This is an optimization exercise on Yosys and OpenROAD, whose aim is small area, a short achievable clock period and few clock cycles per item, not a production implementation.

==> exp/xenon <==
==> flow/design.v <==
    localparam SLOTS  = 16;
    localparam EW     = 33;      
    localparam logic       OP_ARM    = 1'b0;
    localparam logic       OP_EXPIRE = 1'b1;
    localparam logic [2:0] KIND_FIRE     = 3'd0;
    localparam logic [2:0] KIND_PROGRAM  = 3'd1;
    localparam logic [2:0] KIND_ACCEPTED = 3'd2;
    localparam logic [2:0] KIND_REJECTED = 3'd3;
    localparam logic [2:0] KIND_IDLE     = 3'd4;
module tmmh_front (
    input  logic           clk,
    input  logic           rst_n,
    input  logic           req_valid,
    output logic           req_ready,
    input  logic [40:0]    req_bits,
    input  logic [47:0]    now,
    input  logic           cmd_done,      
    input  logic           hold,          
    output logic           cmd_valid,
    output logic           cmd_arm,
    output logic [32:0]    cmd_exp,       
    output logic           cmd_sat,       
    output logic [7:0]     cmd_handle
);
    localparam SLOTS  = 16;
    localparam EW     = 33;      
    localparam logic       OP_ARM    = 1'b0;
    localparam logic       OP_EXPIRE = 1'b1;
    localparam logic [2:0] KIND_FIRE     = 3'd0;
    localparam logic [2:0] KIND_PROGRAM  = 3'd1;
    localparam logic [2:0] KIND_ACCEPTED = 3'd2;
    localparam logic [2:0] KIND_REJECTED = 3'd3;
    localparam logic [2:0] KIND_IDLE     = 3'd4;
    logic        valid_reg;
    logic        arm_reg;
    logic [32:0] exp_reg;
    logic        sat_reg;
    logic [7:0]  handle_reg;
    logic        push;
    logic [32:0] low_sum;
    assign req_ready = !valid_reg || (cmd_done && !hold);
    assign push      = req_valid && req_ready;
    assign low_sum   = {1'b0, now[31:0]} + {1'b0, req_bits[39:8]};
    always_ff @(posedge clk or negedge rst_n)
    begin
        if (!rst_n)
            valid_reg <= 1'b0;
        else if (push)
            valid_reg <= 1'b1;
        else if (cmd_done)
            valid_reg <= 1'b0;
    end
    always_ff @(posedge clk)
    begin
        if (push)
        begin
            arm_reg    <= (req_bits[40] == OP_ARM);
            exp_reg    <= {now[32] ^ low_sum[32], low_sum[31:0]};
            sat_reg    <= low_sum[32] && (&now[47:32]);
            handle_reg <= req_bits[7:0];
        end
    end
    assign cmd_valid  = valid_reg;
    assign cmd_arm    = arm_reg;
    assign cmd_exp    = exp_reg;
    assign cmd_sat    = sat_reg;
    assign cmd_handle = handle_reg;
endmodule
module tmmh_back (
    input  logic           clk,
    input  logic           rst_n,
    input  logic           cmd_valid,
    input  logic           cmd_arm,
    input  logic [32:0]    cmd_exp,
    input  logic           cmd_sat,
    input  logic [7:0]     cmd_handle,
    output logic           cmd_done,
    output logic           hold,
    output logic [47:0]    now,
    output logic           rsp_valid,
    input  logic           rsp_ready,
    output logic [43:0]    rsp_bits
);
    localparam SLOTS  = 16;
    localparam EW     = 33;      
    localparam logic       OP_ARM    = 1'b0;
    localparam logic       OP_EXPIRE = 1'b1;
    localparam logic [2:0] KIND_FIRE     = 3'd0;
    localparam logic [2:0] KIND_PROGRAM  = 3'd1;
    localparam logic [2:0] KIND_ACCEPTED = 3'd2;
    localparam logic [2:0] KIND_REJECTED = 3'd3;
    localparam logic [2:0] KIND_IDLE     = 3'd4;
    function automatic logic less32(input logic [31:0] a, input logic [31:0] b);
        logic [31:0] lt1, eq1;
        logic [15:0] lt2, eq2;
        logic [7:0]  lt3, eq3;
        logic [3:0]  lt4, eq4;
        logic [1:0]  lt5, eq5;
        lt1 = ~a & b;
        eq1 = ~(a ^ b);
        for (int i = 0; i < 16; i++)
        begin
            lt2[i] = lt1[2*i+1] | (eq1[2*i+1] & lt1[2*i]);
            eq2[i] = eq1[2*i+1] & eq1[2*i];
        end
        for (int i = 0; i < 8; i++)
        begin
            lt3[i] = lt2[2*i+1] | (eq2[2*i+1] & lt2[2*i]);
            eq3[i] = eq2[2*i+1] & eq2[2*i];
        end
        for (int i = 0; i < 4; i++)
        begin
            lt4[i] = lt3[2*i+1] | (eq3[2*i+1] & lt3[2*i]);
            eq4[i] = eq3[2*i+1] & eq3[2*i];
        end
        for (int i = 0; i < 2; i++)
        begin
            lt5[i] = lt4[2*i+1] | (eq4[2*i+1] & lt4[2*i]);
            eq5[i] = eq4[2*i+1] & eq4[2*i];
        end
        less32 = lt5[1] | (eq5[1] & lt5[0]);
    endfunction
    logic [SLOTS-1:0] v_reg, v_next;
    logic [EW-1:0]    se_reg [0:SLOTS-1];
    logic [7:0]       sh_reg [0:SLOTS-1];
    logic [47:0]   now_reg, now_next;
    logic [31:0]   pd_reg, pd_next;
    logic          pop_reg, pop_next;      
    logic          fin_reg, fin_next;      
    logic          rsp_valid_reg;
    logic [43:0]   rsp_reg;
    logic          skid_valid_reg;
    logic [43:0]   skid_reg;
    logic          out_valid;              
    logic [43:0]   out_bits;
    logic          go;
    logic          do_arm, do_rej, exp_first, exp_empty, do_pop, do_fin;
    logic          pop_done;
    logic [EW-1:0] arm_exp;
    logic [31:0]   arm_diff;
    logic [31:0]   arm_delay;
    logic [SLOTS-1:0] le;           
    logic          head_eq;
    logic          arm_first;
    logic [48:0]   exp_sum;
    logic          tie;
    logic [EW-1:0] next_diff;
    logic [31:0]   next_delay;
    assign go        = cmd_valid && !skid_valid_reg;
    assign arm_exp   = cmd_sat ? {EW{1'b1}} : cmd_exp;
    assign arm_diff  = cmd_exp[31:0] - now_reg[31:0];
    assign arm_delay = cmd_sat ? ~now_reg[31:0] : arm_diff;
    genvar g;
    generate
        for (g = 0; g < SLOTS; g = g + 1)
        begin : g_cmp
            assign le[g] = v_reg[g] &&
                           (cmd_sat ||
                            !(cmd_exp[EW-1] ^ se_reg[g][EW-1] ^
                              less32(cmd_exp[EW-2:0], se_reg[g][EW-2:0])));
        end
    endgenerate
    assign head_eq   = (se_reg[0] == arm_exp);
    assign arm_first = !le[0] || head_eq;
    assign exp_sum    = {1'b0, now_reg} + {17'd0, pd_reg};
    assign tie        = v_reg[1] && (se_reg[1] == se_reg[0]);
    assign next_diff  = se_reg[1] - se_reg[0];
    assign next_delay = next_diff[31:0];
    assign do_arm    = go &&  cmd_arm && !v_reg[SLOTS-1];
    assign do_rej    = go &&  cmd_arm &&  v_reg[SLOTS-1];
    assign exp_first = go && !cmd_arm && !pop_reg && !fin_reg;
    assign exp_empty = exp_first && !v_reg[0];
    assign do_pop    = go && !cmd_arm && !fin_reg && v_reg[0];
    assign do_fin    = go && !cmd_arm && fin_reg;
    assign pop_done  = do_pop && (sh_reg[0] == 8'd0) && !tie;
    assign cmd_done  = do_arm || do_rej || exp_empty || do_fin || pop_done;
    assign hold      = exp_first;
    assign now       = now_reg;
    always_comb
    begin
        now_next  = now_reg;
        pd_next   = pd_reg;
        pop_next  = pop_reg;
        fin_next  = fin_reg;
        out_valid = 1'b0;
        out_bits  = {KIND_IDLE, 8'd0, 32'd0, 1'b1};
        if (exp_first)
            now_next = exp_sum[48] ? 48'hFFFF_FFFF_FFFF : exp_sum[47:0];
        if (do_rej)
        begin
            out_valid = 1'b1;
            out_bits  = {KIND_REJECTED, 8'd0, 32'd0, 1'b1};
        end
        if (do_arm)
        begin
            out_valid = 1'b1;
            if (arm_first)
            begin
                pd_next  = arm_delay;
                out_bits = {KIND_PROGRAM, 8'd0, arm_delay, 1'b1};
            end
            else
                out_bits = {KIND_ACCEPTED, 8'd0, 32'd0, 1'b1};
        end
        if (exp_empty)
            out_valid = 1'b1;
        if (do_pop)
        begin
            pop_next = tie;
            if (!tie && v_reg[1])
                pd_next = next_delay;
            if (sh_reg[0] != 8'd0)
            begin
                fin_next  = !tie;
                out_valid = 1'b1;
                out_bits  = {KIND_FIRE, sh_reg[0], 32'd0, 1'b0};
            end
            else if (!tie)
            begin
                out_valid = 1'b1;
                if (v_reg[1])
                    out_bits = {KIND_PROGRAM, 8'd0, next_delay, 1'b1};
            end
        end
        if (do_fin)
        begin
            fin_next  = 1'b0;
            out_valid = 1'b1;
            if (v_reg[0])
                out_bits = {KIND_PROGRAM, 8'd0, pd_reg, 1'b1};
        end
    end
    generate
        for (g = 0; g < SLOTS; g = g + 1)
        begin : g_slot
            logic          ins_here, from_below;
            logic          v_up, v_dn;
            logic [EW-1:0] se_up, se_dn;
            logic [7:0]    sh_up, sh_dn;
            if (g == 0)
            begin : g_first
                assign ins_here   = !le[0];
                assign from_below = 1'b0;
                assign v_up       = 1'b0;
                assign se_up      = '0;
                assign sh_up      = '0;
            end
            else
            begin : g_rest
                assign ins_here   = le[g-1] && !le[g];
                assign from_below = !le[g-1];
                assign v_up       = v_reg[g-1];
                assign se_up      = se_reg[g-1];
                assign sh_up      = sh_reg[g-1];
            end
            if (g == SLOTS - 1)
            begin : g_last
                assign v_dn  = 1'b0;
                assign se_dn = se_reg[g];
                assign sh_dn = sh_reg[g];
            end
            else
            begin : g_inner
                assign v_dn  = v_reg[g+1];
                assign se_dn = se_reg[g+1];
                assign sh_dn = sh_reg[g+1];
            end
            always_comb
            begin
                v_next[g] = v_reg[g];
                if (do_arm)
                begin
                    if (ins_here)
                        v_next[g] = 1'b1;
                    else if (from_below)
                        v_next[g] = v_up;
                end
                else if (do_pop)
                    v_next[g] = v_dn;
            end
            always_ff @(posedge clk)
            begin
                if (do_arm)
                begin
                    if (ins_here)
                    begin
                        se_reg[g] <= arm_exp;
                        sh_reg[g] <= cmd_handle;
                    end
                    else if (from_below)
                    begin
                        se_reg[g] <= se_up;
                        sh_reg[g] <= sh_up;
                    end
                end
                else if (do_pop)
                begin
                    se_reg[g] <= se_dn;
                    sh_reg[g] <= sh_dn;
                end
            end
        end
    endgenerate
    assign rsp_valid = rsp_valid_reg;
    assign rsp_bits  = rsp_reg;
    always_ff @(posedge clk or negedge rst_n)
    begin
        if (!rst_n)
        begin
            v_reg          <= '0;
            now_reg        <= '0;
            pd_reg         <= '0;
            pop_reg        <= 1'b0;
            fin_reg        <= 1'b0;
            rsp_valid_reg  <= 1'b0;
            skid_valid_reg <= 1'b0;
        end
        else
        begin
            v_reg    <= v_next;
            now_reg  <= now_next;
            pd_reg   <= pd_next;
            pop_reg  <= pop_next;
            fin_reg  <= fin_next;
            if (!rsp_valid_reg || rsp_ready)
            begin
                rsp_valid_reg  <= skid_valid_reg || out_valid;
                skid_valid_reg <= 1'b0;
            end
            else if (out_valid)
                skid_valid_reg <= 1'b1;
        end
    end
    always_ff @(posedge clk)
    begin
        if (!rsp_valid_reg || rsp_ready)
            rsp_reg <= skid_valid_reg ? skid_reg : out_bits;
        if (!skid_valid_reg)
            skid_reg <= out_bits;
    end
endmodule
module timer_multiplexer_min_heap_core (
    input  logic        clk,
    input  logic        rst_n,
    input  logic        req_valid,
    output logic        req_ready,
    input  logic        req_operation,
    input  logic [31:0] req_timeout,
    input  logic [7:0]  req_callback_handle,
    output logic        rsp_valid,
    input  logic        rsp_ready,
    output logic [2:0]  rsp_kind,
    output logic [7:0]  rsp_fired_handle,
    output logic [31:0] rsp_delay_ms,
    output logic        rsp_last
);
    logic        cmd_valid;
    logic        cmd_done;
    logic        hold;
    logic        cmd_arm;
    logic [32:0] cmd_exp;
    logic        cmd_sat;
    logic [7:0]  cmd_handle;
    logic [47:0] now;
    logic [40:0] req;
    logic [43:0] rsp;
    assign req = {req_operation, req_timeout, req_callback_handle};
    assign {rsp_kind, rsp_fired_handle, rsp_delay_ms, rsp_last} = rsp;
    tmmh_front u_front (
        .clk        (clk),
        .rst_n      (rst_n),
        .req_valid  (req_valid),
        .req_ready  (req_ready),
        .req_bits   (req),
        .now        (now),
        .cmd_done   (cmd_done),
        .hold       (hold),
        .cmd_valid  (cmd_valid),
        .cmd_arm    (cmd_arm),
        .cmd_exp    (cmd_exp),
        .cmd_sat    (cmd_sat),
        .cmd_handle (cmd_handle)
    );
    tmmh_back u_back (
        .clk        (clk),
        .rst_n      (rst_n),
        .cmd_valid  (cmd_valid),
        .cmd_arm    (cmd_arm),
        .cmd_exp    (cmd_exp),
        .cmd_sat    (cmd_sat),
        .cmd_handle (cmd_handle),
        .cmd_done   (cmd_done),
        .hold       (hold),
        .now        (now),
        .rsp_valid  (rsp_valid),
        .rsp_ready  (rsp_ready),
        .rsp_bits   (rsp)
    );
endmodule
==> flow/run.sh <==
#!/bin/bash
# synth_recipe.tcl (not shown) runs the flow's synth.tcl, then flattens the netlist and writes it again
# the make line also repeats each setting of config.mk as NAME=value (left out here)
make -C /OpenROAD-flow-scripts/flow DESIGN_CONFIG=/design/flow/config.mk WORK_HOME=/design/flow/orfs CLKGATE_MAP_FILE= SYNTH_SCRIPT=/design/flow/synth_recipe.tcl finish
==> flow/config.mk <==
export PLATFORM = sky130hd
export DESIGN_NAME = timer_multiplexer_min_heap_core
export DESIGN_NICKNAME = timer_multiplexer_min_heap_core
export VERILOG_FILES = /design/flow/design.v
export SDC_FILE = /design/flow/constraint.sdc
export NUM_CORES = 4
export LEC_CHECK = 0
export ABC_CLOCK_PERIOD_IN_PS = 4000
export CAP_MARGIN = 20
export CORE_MARGIN = 2
export CORE_UTILIZATION = 40
export SETUP_SLACK_MARGIN = 3.0
export SLEW_MARGIN = 20
==> flow/constraint.sdc <==
create_clock -name core_clock -period 7.0 [get_ports {clk}]
set_input_delay 1.4000 -clock core_clock [delete_from_list [all_inputs] [get_ports {clk}]]
set_output_delay 1.4000 -clock core_clock [all_outputs]
set_load 0.01 [all_outputs]
==> exp/tundra: changes against exp/xenon <==
CORE_UTILIZATION = 65   (was 40)
PLACE_DENSITY = 0.8   (was not set)
SETUP_SLACK_MARGIN = 2.5   (was 3.0)
==> run notes <==
Final core utilization: exp/xenon 52.3%; exp/tundra 73.6%
Post-detailed-placement cell area: exp/xenon 60300 µm²; exp/tundra 59200 µm²
DR iter-0 viols: exp/xenon 5206; exp/tundra 6561
Number of antenna violations at the first check in global routing: exp/xenon 6; exp/tundra 0
Seq area share: exp/xenon 34.7%; exp/tundra 40.1%
Outcome: exp/xenon timing/DRC/antenna clean; exp/tundra timing/DRC/antenna clean
Uppermost routed layer: exp/xenon met5; exp/tundra met4
Placer congestion estimate: exp/xenon 0.965; exp/tundra 0.974
Later-pin clock latency in the skew report: exp/xenon 0.73 ns; exp/tundra 0.69 ns
Count of clock-net buffers in the final layout: exp/xenon 142; exp/tundra 134
Share of the final layout cell area in multi-input gates: exp/xenon 46.2%; exp/tundra 47.7%
# Taps: exp/xenon 1890; exp/tundra 1155
Detailed-route via count: exp/xenon 50729; exp/tundra 48211
Fraction of final layout cells with drive strength greater than 1: exp/xenon 22.2%; exp/tundra 9.84%
Function was not checked in any run of this note: the RTL went through the layout flow alone.

==> separate check: timing with driven ports <==
Ports are ideal in the flow. The routed layouts listed here were re-timed in OpenROAD. Step 1: set_driving_cell puts a clkbuf_16 on clk and a buf_2 on each other input, an assumption about the parent block. Step 2 adds t to the input delays and takes it off the output delays; t is the mean of the earliest and latest rising clock arrival at the registers after step 1. Input paths then give back, and output paths get back, about the clock's delay inside the block. Three values: ideal, step 1, step 2; two values: the first two.
run	t, ns	slack for setup (ns)	worst register clock-pin slew, ns
exp/xenon	0.793	2.169 / 2.169 / 2.169	0.07 / 0.07
exp/tundra	0.751	2.375 / 2.298 / 1.989	0.07 / 0.07
After both steps setup and hold are still met in every run listed. The setup slack of exp/tundra, which loses most, moves by -0.077 ns with the drivers and by -0.386 ns with both steps.
